What follows belongs to an exercise in optimizing a design on an open flow for small area; a production flow would make more cautious choices.
In this exercise RTL edits were held to simulation tests only and were not proved equivalent to the original.
No activity file was given, so power comes from the tool's default toggle rates.

<file path="flow/design.v">
`timescale 1ns/100ps
module echo_header_builder #(
    parameter logic [31:0] board_ip        = {8'd192, 8'd168, 8'd0, 8'd2},
    parameter logic [47:0] default_dst_mac = 48'hff_ff_ff_ff_ff_ff,
    parameter logic [31:0] default_dst_ip  = {8'd192, 8'd168, 8'd0, 8'd3}
) (
    input  logic                      gmii_tx_clk,
    input  logic                      rst,
    input  logic                      tx_start,
    input  logic [15:0]               tx_byte_num,
    input  logic [47:0]               dst_mac,
    input  logic [31:0]               dst_ip,
    input  logic [15:0]               icmp_id,
    input  logic [15:0]               icmp_seq,
    input  logic [31:0]               data_sum,
    input  logic                      frame_done,
    output logic                      busy,
    output logic                      hdr_req,
    input  logic                      hdr_ack,
    output logic [287:0]              hdr        
);
    localparam logic [7:0]  ip_ver_ihl        = 8'h45;      
    localparam logic [15:0] ip_flags_frag     = 16'h4000;   
    localparam logic [7:0]  ip_ttl            = 8'h80;
    localparam logic [7:0]  ip_proto_icmp     = 8'h01;
    localparam logic [7:0]  icmp_echo_reply   = 8'h00;
    localparam logic [15:0] ip_icmp_hdr_bytes = 16'd28;
    localparam logic [2:0] st_idle      = 3'd0;
    localparam logic [2:0] st_ip_sum    = 3'd1;
    localparam logic [2:0] st_icmp_sum  = 3'd2;
    localparam logic [2:0] st_req       = 3'd3;
    localparam logic [2:0] st_release   = 3'd4;
    localparam logic [2:0] st_wait_done = 3'd5;
    logic [2:0]   state;
    logic [1:0]   step;         
    logic [15:0]  ip_id;
    logic         accept;
    logic [15:0]  len_q;
    logic [15:0]  total_len;
    logic [47:0]  mac_q;
    logic [31:0]  ip_q;
    logic [15:0]  id_q;
    logic [15:0]  seq_q;
    logic [31:0]  data_sum_q;
    logic [31:0]  sum;
    logic [15:0]  ip_csum;
    logic [15:0]  icmp_csum;
    assign busy   = (state != st_idle) && !frame_done;
    assign accept = tx_start && !busy;
    always_ff @(posedge gmii_tx_clk or posedge rst) begin
        if (rst) begin
            state   <= st_idle;
            step    <= 2'd0;
            ip_id   <= 16'd0;
            hdr_req <= 1'b0;
        end else if (accept) begin
            state <= st_ip_sum;
            step  <= 2'd0;
            ip_id <= ip_id + 16'd1;     
        end else begin
            case (state)
                st_ip_sum: begin
                    step <= step + 2'd1;
                    if (step == 2'd3)
                        state <= st_icmp_sum;
                end
                st_icmp_sum: begin
                    step <= step + 2'd1;
                    if (step == 2'd3)
                        state <= st_req;
                end
                st_req: begin
                    if (!hdr_req) begin
                        if (!hdr_ack)                
                            hdr_req <= 1'b1;
                    end else if (hdr_ack) begin
                        hdr_req <= 1'b0;
                        state   <= st_release;
                    end
                end
                st_release: if (!hdr_ack) state <= st_wait_done;
                st_wait_done: if (frame_done) state <= st_idle;
                default: state <= st_idle;
            endcase
        end
    end
    always_ff @(posedge gmii_tx_clk) begin
        if (accept) begin
            len_q      <= tx_byte_num;
            total_len  <= tx_byte_num + ip_icmp_hdr_bytes;
            mac_q      <= (dst_mac != 48'd0) ? dst_mac : default_dst_mac;
            ip_q       <= (dst_ip != 32'd0) ? dst_ip : default_dst_ip;
            id_q       <= icmp_id;
            seq_q      <= icmp_seq;
            data_sum_q <= data_sum;
        end
        if (state == st_ip_sum) begin
            case (step)
                2'd0: sum <= {16'h0000, ip_ver_ihl, 8'h00} + {16'h0000, total_len}
                             + {16'h0000, ip_id} + {16'h0000, ip_flags_frag}
                             + {16'h0000, ip_ttl, ip_proto_icmp}
                             + {16'h0000, board_ip[31:16]} + {16'h0000, board_ip[15:0]}
                             + {16'h0000, ip_q[31:16]} + {16'h0000, ip_q[15:0]};
                2'd3: ip_csum <= ~sum[15:0];
                default: sum <= {16'h0000, sum[31:16]} + {16'h0000, sum[15:0]};    
            endcase
        end else if (state == st_icmp_sum) begin
            case (step)
                2'd0: sum <= {16'h0000, icmp_echo_reply, 8'h00} + {16'h0000, id_q}
                             + {16'h0000, seq_q} + data_sum_q;
                2'd3: icmp_csum <= ~sum[15:0];
                default: sum <= {16'h0000, sum[31:16]} + {16'h0000, sum[15:0]};
            endcase
        end
    end
    assign hdr = {
        mac_q,
        ip_ver_ihl, 8'h00, total_len,             
        ip_id, ip_flags_frag,
        ip_ttl, ip_proto_icmp, ip_csum,
        board_ip,
        ip_q,
        icmp_echo_reply, 8'h00, icmp_csum,        
        id_q, seq_q,
        len_q
    };
endmodule
`timescale 1ns/100ps
module payload_fifo #(
    parameter int fifo_depth = 64     
) (
    input  logic                        gmii_tx_clk,
    input  logic                        rst,
    input  logic                        wr,
    input  logic [7:0]                  wdata,
    output logic                        full,
    input  logic                        rd,
    output logic [7:0]                  rdata,
    output logic [$clog2(fifo_depth):0] count
);
    localparam int aw = $clog2(fifo_depth);
    logic [7:0]    mem [fifo_depth];
    logic [aw-1:0] wptr;
    logic [aw-1:0] rptr;
    logic          wr_ok;
    logic          rd_ok;
    assign full  = count == fifo_depth[aw:0];
    assign wr_ok = wr && !full;
    assign rd_ok = rd && (count != '0);
    always_ff @(posedge gmii_tx_clk or posedge rst) begin
        if (rst) begin
            wptr  <= '0;
            rptr  <= '0;
            count <= '0;
        end else begin
            if (wr_ok)
                wptr <= wptr + 1'b1;
            if (rd_ok)
                rptr <= rptr + 1'b1;
            case ({wr_ok, rd_ok})
                2'b10:   count <= count + 1'b1;
                2'b01:   count <= count - 1'b1;
                default: count <= count;
            endcase
        end
    end
    always_ff @(posedge gmii_tx_clk) begin
        if (wr_ok)
            mem[wptr] <= wdata;
        if (rd_ok)
            rdata <= mem[rptr];     
    end
endmodule
`timescale 1ns/100ps
module gmii_frame_tx #(
    parameter logic [47:0] board_mac  = 48'h00_11_22_33_44_55,
    parameter int          fifo_depth = 64
) (
    input  logic                        gmii_tx_clk,
    input  logic                        rst,
    input  logic                        hdr_req,
    output logic                        hdr_ack,
    input  logic [287:0]                hdr,
    output logic                        fifo_rd,
    input  logic [7:0]                  fifo_data,
    input  logic [$clog2(fifo_depth):0] fifo_count,
    output logic                        gmii_tx_en,
    output logic [7:0]                  gmii_txd,
    output logic                        frame_done
);
    localparam logic [15:0] eth_type_ipv4     = 16'h0800;
    localparam logic [15:0] ip_icmp_hdr_bytes = 16'd28;
    localparam logic [15:0] min_payload_bytes = 16'd18;
    localparam logic [7:0]  preamble_byte     = 8'h55;
    localparam logic [7:0]  sfd_byte          = 8'hd5;
    localparam logic [15:0] preamble_len      = 16'd8;    
    localparam logic [15:0] eth_hdr_len       = 16'd14;
    localparam logic [2:0] ph_idle     = 3'd0;
    localparam logic [2:0] ph_preamble = 3'd1;
    localparam logic [2:0] ph_eth_hdr  = 3'd2;
    localparam logic [2:0] ph_ip_hdr   = 3'd3;
    localparam logic [2:0] ph_payload  = 3'd4;
    localparam logic [2:0] ph_fcs      = 3'd5;
    function automatic logic [31:0] crc32_step(input logic [31:0] crc_in, input logic [7:0] data);
        logic [31:0] c;
        integer i;
        c = crc_in;
        for (i = 0; i < 8; i = i + 1) begin
            if (c[0] ^ data[i])
                c = (c >> 1) ^ 32'hedb8_8320;
            else
                c = c >> 1;
        end
        crc32_step = c;
    endfunction
    logic [2:0]   phase;
    logic [15:0]  cnt;           
    logic [31:0]  crc;
    logic [287:0] hdr_q;
    logic [47:0]  hdr_dst_mac;
    logic [223:0] hdr_words;
    logic [15:0]  hdr_payload_len;
    logic [111:0] eth_hdr;
    logic [15:0]  pay_total;     
    logic [31:0]  word;
    logic         rd_valid;
    logic         tx_en_q;
    logic         start;
    logic         last_byte;
    logic [7:0]   tx_byte;
    assign hdr_dst_mac     = hdr_q[287:240];
    assign hdr_words       = hdr_q[239:16];      
    assign hdr_payload_len = hdr_q[15:0];
    assign eth_hdr   = {hdr_dst_mac, board_mac, eth_type_ipv4};
    assign pay_total = (hdr_payload_len > min_payload_bytes) ? hdr_payload_len
                                                             : min_payload_bytes;
    assign word      = hdr_words[32 * (6 - cnt[4:2]) +: 32];
    assign start     = (phase == ph_idle) && hdr_req && !hdr_ack;
    assign fifo_rd = (fifo_count != '0) &&
                     (((phase == ph_ip_hdr) && (cnt == 16'd27) && (hdr_payload_len != 16'd0)) ||
                      ((phase == ph_payload) && (cnt + 16'd1 < hdr_payload_len)));
    always_comb begin
        tx_byte   = 8'h00;
        last_byte = 1'b0;
        case (phase)
            ph_preamble: begin
                last_byte = cnt == preamble_len - 16'd1;
                tx_byte   = last_byte ? sfd_byte : preamble_byte;
            end
            ph_eth_hdr: begin
                tx_byte   = eth_hdr[8 * (eth_hdr_len - 16'd1 - cnt) +: 8];
                last_byte = cnt == eth_hdr_len - 16'd1;
            end
            ph_ip_hdr: begin
                tx_byte   = word[8 * (3 - cnt[1:0]) +: 8];     
                last_byte = cnt == {11'd0, ip_icmp_hdr_bytes[4:0]} - 16'd1;
            end
            ph_payload: begin
                tx_byte   = rd_valid ? fifo_data : 8'h00;      
                last_byte = cnt == pay_total - 16'd1;
            end
            ph_fcs: begin
                tx_byte   = ~crc[8 * cnt[1:0] +: 8];            
                last_byte = cnt == 16'd3;
            end
            default: ;
        endcase
    end
    always_ff @(posedge gmii_tx_clk or posedge rst) begin
        if (rst) begin
            phase      <= ph_idle;
            cnt        <= 16'd0;
            crc        <= '1;
            hdr_ack    <= 1'b0;
            rd_valid   <= 1'b0;
            gmii_tx_en <= 1'b0;
            tx_en_q    <= 1'b0;
            frame_done <= 1'b0;
        end else begin
            rd_valid   <= fifo_rd;
            gmii_tx_en <= phase != ph_idle;
            tx_en_q    <= gmii_tx_en;
            frame_done <= tx_en_q && !gmii_tx_en;     
            if (hdr_ack && !hdr_req)
                hdr_ack <= 1'b0;
            if (phase == ph_idle) begin
                cnt <= 16'd0;
                crc <= '1;
                if (start) begin
                    hdr_ack <= 1'b1;
                    phase   <= ph_preamble;
                end
            end else begin
                if (phase == ph_eth_hdr || phase == ph_ip_hdr || phase == ph_payload)
                    crc <= crc32_step(crc, tx_byte);
                if (last_byte) begin
                    cnt <= 16'd0;
                    case (phase)
                        ph_preamble: phase <= ph_eth_hdr;
                        ph_eth_hdr:  phase <= ph_ip_hdr;
                        ph_ip_hdr:   phase <= ph_payload;
                        ph_payload:  phase <= ph_fcs;
                        default:     phase <= ph_idle;
                    endcase
                end else begin
                    cnt <= cnt + 16'd1;
                end
            end
        end
    end
    always_ff @(posedge gmii_tx_clk) begin
        if (start)
            hdr_q <= hdr;
        gmii_txd <= tx_byte;
    end
endmodule
`timescale 1ns/100ps
module icmp_echo_tx #(
    parameter logic [47:0] board_mac       = 48'h00_11_22_33_44_55,
    parameter logic [31:0] board_ip        = {8'd192, 8'd168, 8'd0, 8'd2},
    parameter logic [47:0] default_dst_mac = 48'hff_ff_ff_ff_ff_ff,
    parameter logic [31:0] default_dst_ip  = {8'd192, 8'd168, 8'd0, 8'd3},
    parameter int          fifo_depth      = 64
) (
    input  logic                      gmii_tx_clk,
    input  logic                      rst,
    input  logic                      tx_start,
    input  logic [15:0]               tx_byte_num,
    input  logic [47:0]               dst_mac,
    input  logic [31:0]               dst_ip,
    input  logic [15:0]               icmp_id,
    input  logic [15:0]               icmp_seq,
    input  logic [31:0]               data_sum,      
    input  logic [7:0]                payload_data,
    input  logic                      payload_wr,
    output logic                      payload_full,
    output logic                      gmii_tx_en,
    output logic [7:0]                gmii_txd,
    output logic                      busy,
    output logic                      tx_done
);
    logic                        fifo_rd;
    logic [7:0]                  fifo_data;
    logic [$clog2(fifo_depth):0] fifo_count;
    logic                        hdr_req;
    logic                        hdr_ack;
    logic [287:0]                hdr;
    echo_header_builder #(
        .board_ip        (board_ip),
        .default_dst_mac (default_dst_mac),
        .default_dst_ip  (default_dst_ip)
    ) u_builder (
        .gmii_tx_clk (gmii_tx_clk),
        .rst         (rst),
        .tx_start    (tx_start),
        .tx_byte_num (tx_byte_num),
        .dst_mac     (dst_mac),
        .dst_ip      (dst_ip),
        .icmp_id     (icmp_id),
        .icmp_seq    (icmp_seq),
        .data_sum    (data_sum),
        .frame_done  (tx_done),
        .busy        (busy),
        .hdr_req     (hdr_req),
        .hdr_ack     (hdr_ack),
        .hdr         (hdr)
    );
    payload_fifo #(
        .fifo_depth (fifo_depth)
    ) u_fifo (
        .gmii_tx_clk (gmii_tx_clk),
        .rst         (rst),
        .wr          (payload_wr),
        .wdata       (payload_data),
        .full        (payload_full),
        .rd          (fifo_rd),
        .rdata       (fifo_data),
        .count       (fifo_count)
    );
    gmii_frame_tx #(
        .board_mac  (board_mac),
        .fifo_depth (fifo_depth)
    ) u_framer (
        .gmii_tx_clk (gmii_tx_clk),
        .rst         (rst),
        .hdr_req     (hdr_req),
        .hdr_ack     (hdr_ack),
        .hdr         (hdr),
        .fifo_rd     (fifo_rd),
        .fifo_data   (fifo_data),
        .fifo_count  (fifo_count),
        .gmii_tx_en  (gmii_tx_en),
        .gmii_txd    (gmii_txd),
        .frame_done  (tx_done)      
    );
endmodule
</file>
<file path="flow/constraint.sdc">
create_clock -name core_clock -period 8.0 [get_ports {gmii_tx_clk}]
set_input_delay 1.6000 -clock core_clock [delete_from_list [all_inputs] [get_ports {gmii_tx_clk}]]
set_output_delay 1.6000 -clock core_clock [all_outputs]
set_load 0.01 [all_outputs]
</file>
<file path="flow/config.mk">
export PLATFORM = sky130hd
export DESIGN_NAME = icmp_echo_tx
export DESIGN_NICKNAME = icmp_echo_tx
export VERILOG_FILES = /design/flow/design.v
export SDC_FILE = /design/flow/constraint.sdc
export NUM_CORES = 4
export LEC_CHECK = 0
export CAP_MARGIN = 20
export CORE_MARGIN = 2
export CORE_UTILIZATION = 45
export PLACE_DENSITY = 0.6
export SLEW_MARGIN = 20
</file>
<file path="flow/run.sh">
#!/bin/bash
# synth_recipe.tcl (not shown) runs the flow's synth.tcl, then flattens the netlist and writes it again
# the make line also repeats each setting of config.mk as NAME=value (left out here)
make -C /OpenROAD-flow-scripts/flow DESIGN_CONFIG=/design/flow/config.mk WORK_HOME=/design/flow/orfs CLKGATE_MAP_FILE= SYNTH_SCRIPT=/design/flow/synth_recipe.tcl finish
</file>
==> results.txt <==
-- where the power goes --
group,switching [mW],internal [mW]
clock,2.16,2.73
combinational,5.02,3.59
sequential,0.638,7.15
total,7.81,13.5
-- per-stage QoR --
step | instance area (sq um) | hold WS [ps] | worst slack (ps)
after detailed placement | 50600 | 405 | 1650
after global placement | 50600 | 402 | 1770
final | 54100 | 385 | 1560
after floorplan | 47500 | 400 | 341
after global routing | 54100 | 395 | 953
after CTS | 54000 | 386 | 1640
-- registers in the layout, indices dropped and copies added (netlist names), 6 cells and up, named ones only --
| signal | count |
|---|---|
| u_framer.crc | 32 |
| u_builder.ip_q | 32 |
| u_builder.len_q | 14 |
| u_builder.icmp_csum | 16 |
| u_builder.total_len | 16 |
| u_fifo.rptr | 6 |
| u_builder.sum | 32 |
| u_builder.data_sum_q | 32 |
| u_builder.ip_csum | 16 |
| u_framer.gmii_txd | 8 |
| u_fifo.mem | 512 |
| u_builder.id_q | 16 |
| u_builder.mac_q | 48 |
| u_fifo.count | 7 |
| u_framer.cnt | 16 |
| u_fifo.wptr | 6 |
| u_builder.seq_q | 16 |
| u_fifo.rdata | 8 |
| u_builder.ip_id | 16 |
| u_framer.hdr_q | 190 |
-- routing by layer --
layer,global-route usage,vias up,share of wire
li1,-,11800,-
met1,0.312,13700,0.44
met2,0.349,858,0.48
met3,0.0329,153,0.059
met4,0.0554,2,0.020
met5,0,-,0.00012
-- cell usage after synthesis, types with 11 or more instances --
cell      number
edfxtp_1     948
mux4_2       195
nor2_1       185
inv_1        140
xnor2_1      129
nand2_1      128
ha_1         123
clkbuf_1      90
a21oi_1       89
o21ai_0       82
xor2_1        74
dfrtp_1       65
or2_2         58
nand3_1       48
mux2i_1       43
fa_1          35
nor3_1        35
and3_1        34
dfstp_2       32
nor4_1        28
a21o_1        25
a31oi_1       25
o211ai_1      20
buf_1         19
nand4_1       19
nor2b_1       18
o21a_1        17
nand2b_1      15
a211oi_1      12
buf_2         12
nand3b_1      12
o21bai_1      11
-- worst paths after layout --
check / startpoint / endpoint / slack, ps / cells past startpoint
worst max-delay path: u_framer.cnt[3] / u_fifo.count[6] / 1560 / 24
max in group asynchronous: rst / u_framer.cnt[0] / 5230 / 3
worst min-delay path: u_builder.icmp_csum[1] / u_framer.hdr_q[49] / 390 / 0
worst max register to register: u_framer.cnt[3] / u_fifo.count[6] / 1560 / 24
worst min register to register: u_builder.icmp_csum[1] / u_framer.hdr_q[49] / 390 / 0
min in group asynchronous: rst / u_fifo.wptr[3] / 1300 / 2
-- cell usage in the layout, fill, tap and decap left out, types with 19 or more instances in the layout --
master | Yosys | routed
buf_4 | 8 | 32
ha_1 | 123 | 122
or2_2 | 58 | 58
xor2_1 | 74 | 73
edfxtp_1 | 948 | 948
nand2_1 | 128 | 128
o21ai_0 | 82 | 82
clkbuf_1 | 90 | 35
inv_1 | 140 | 139
nor4_1 | 28 | 28
mux4_2 | 195 | 195
dfrtp_1 | 65 | 61
xnor2_1 | 129 | 129
nor3_1 | 35 | 32
clkinv_1 | 1 | 21
a21oi_1 | 89 | 88
clkdlybuf4s50_1 | 0 | 175
clkbuf_16 | 0 | 110
a21o_1 | 25 | 25
nand4_1 | 19 | 19
dfstp_2 | 32 | 32
mux2i_1 | 43 | 43
and3_1 | 34 | 34
nor2_1 | 185 | 185
o211ai_1 | 20 | 20
fa_1 | 35 | 35
a31oi_1 | 25 | 25
nand3_1 | 48 | 48
-- cells by family (layout without fill, tap and decap cells) --
kind of cell    Yosys count  count (layout)  share of synthesized area
xor+xnor                220             220                     0.0455
mux                     244             244                      0.103
compound gates          386             386                     0.0550
fa+ha+maj               158             158                     0.0472
flops                  1053            1053                      0.655
simple gates            636             636                     0.0676
buf+inv                 289             559                     0.0272
-- final cells by class --
type,instances,area [sq um],share of cell area
clock buffer,146,2900,0.0536
tap,1391,1740,0.0322
sequential,1053,31100,0.575
clock inverter,56,547,0.0101
timing repair buffer,215,2070,0.0383
inverter,142,536,0.00991
multi-input combinational,1644,15200,0.281
==> results.sh <==
export IMPL_power_mw=21.3
export IMPL_boundaryPins=184
export IMPL_relSlewSlack=0.268
export IMPL_cpMaxStageDelayCell="dfrtp_1"
export IMPL_async_reset_ff_frac=0.0921
export IMPL_fmax_ghz=0.155
export IMPL_start_kind="register"
export IMPL_synth_edff_count=948
export IMPL_post_cts_setup_buffers=0
export IMPL_cts_buffer_depth=3
export IMPL_syn_area_sq_mm=0.0475
export IMPL_viasPerCell=5.71
export IMPL_root_buffer="clkbuf_16"
export IMPL_fp_dieH_um=329
export IMPL_drive_above_1_share=0.166
export IMPL_cp_required_ps=8570
export IMPL_core_region_area_sq_mm=0.105
export IMPL_utilization=0.515
export IMPL_clk_latency_ps=720
export IMPL_dr_pass1_iters=5
export IMPL_fillers=8552
export IMPL_grt_pass1_vias=26700
export IMPL_path_cells="and2_0 > nand3_1 > nor2_1 > and3_1 > and3_1 > nand3_1 > xnor2_1 > ha_1 > a21o_1 > a211oi_1 > o21ai_0 > o21ai_0 > and2_1 > ha_1 > inv_1 > fa_1 > inv_1 > a21oi_1 > o21bai_1 > a21o_1 > a21oi_1 > xnor2_1 > nor2_1 > xor2_1"
export IMPL_period_needed_ps=6440
export IMPL_final_setup_viol_count=0
export IMPL_htree_levels=3
export IMPL_ctsResizeCount=0
export IMPL_gp_congestion=0.915
export IMPL_antenna_cells=0
export IMPL_route_antenna_remaining_nets=0
export IMPL_clkSinkCount=1053
export IMPL_drt_iter0_markers=2519
export IMPL_arrival_ps=7010
export IMPL_grt_usage=0.217
export IMPL_status="no timing/DRC/antenna violations"
export IMPL_synth_net_count=3316
export IMPL_clk_pin_slew_worst_paths_ps=60
export IMPL_grt_max_degree=167
export IMPL_setup_tns_ps=0
export IMPL_yosysWarnings=3
export IMPL_maxCapViolCount=0
export IMPL_fin_crit_sh=0.805
export IMPL_start_util=0.452
export IMPL_yosys_most_used_dff="edfxtp_1"
export IMPL_skew_ps=55.5
export IMPL_cts_tree="done"
export IMPL_vias=26500
export IMPL_grt_setup_unrepaired="false"
export IMPL_yosys_area_top_type="edfxtp_1"
export IMPL_cp_top_family="simple AND/OR/NAND/NOR gates"
export IMPL_yosysSeqAreaShare=0.655
export IMPL_final_max_slew_viol_count=0
export IMPL_drc=0
export IMPL_cp_slowest_stage_delay_ps=880
export IMPL_grt_pass1_wl_um=174000
export IMPL_cp_num_buf_inv=2
export IMPL_min_path_type="reg -> reg"
export IMPL_ys_ff_latch=1053
export IMPL_vdd_ir_drop_max_mv=0.355
export IMPL_area_delta_synth_final_pct=13.8
export IMPL_dieArea_sq_mm=0.108
export IMPL_fp_dieW_um=329
export IMPL_synth_area_top_cells="edfxtp_1 60%, mux4_2 9.2%, dfrtp_1 3.4%"
export IMPL_drt_wl_total_um=117000
export IMPL_fin_cells=4647
export IMPL_grt_ovfl_total=0
export IMPL_p_leak_nw=18.5
export IMPL_synth_cell_type_count=105
export IMPL_dp_cells=4444
export IMPL_synth_top_area_share=0.599
export IMPL_routedWlPerCell_um=25.3
export IMPL_pwr_density_cell_mw_per_mm2=394
export IMPL_synth_area_per_cell_sq_um=15.9
export IMPL_ctsHoldBuffers=0
export IMPL_worstPathMaxFanout=21
export IMPL_cts_made_buffers=109
export IMPL_placementRows=119
export IMPL_crit_type="reg -> reg"
export IMPL_worst_pin_slew_ps=1100
export IMPL_worstSetupEndpointType="register"
export IMPL_synthCells=2986
export IMPL_hold_viol=0
export IMPL_final_nets=3495
export IMPL_antenna_found_initial=5
export IMPL_portBuffers=183
export IMPL_hpwlAfterDp_um=80600

## re-timing with driven ports
The results above use ideal ports. As a check the final layout listed here was re-extracted and re-timed, cells and wires unchanged.
Step 1 (the two cells are an assumption about what drives the block):
set clk [get_ports {gmii_tx_clk}]
set_driving_cell -lib_cell sky130_fd_sc_hd__clkbuf_16 $clk
set_driving_cell -lib_cell sky130_fd_sc_hd__buf_2 [delete_from_list [all_inputs] $clk]
Step 2 adds t to the input delays and takes it off the output delays; t is the mean of the earliest and latest rising clock arrival at the registers after step 1. Input paths then give back, and output paths get back, about the clock's delay inside the block.
Slacks: ideal ports / drivers / drivers and shift; pairs: ideal ports / drivers.
t, ns: 0.764
setup slack, ns: 1.558 / 1.558 / 1.558
worst setup path at the end: register to register
worst data-port slew with drivers (ns): 0.08
After both steps setup and hold are still met in this run. For this run, drivers alone change the setup slack by 0.000 ns; drivers and shift together by 0.000 ns.
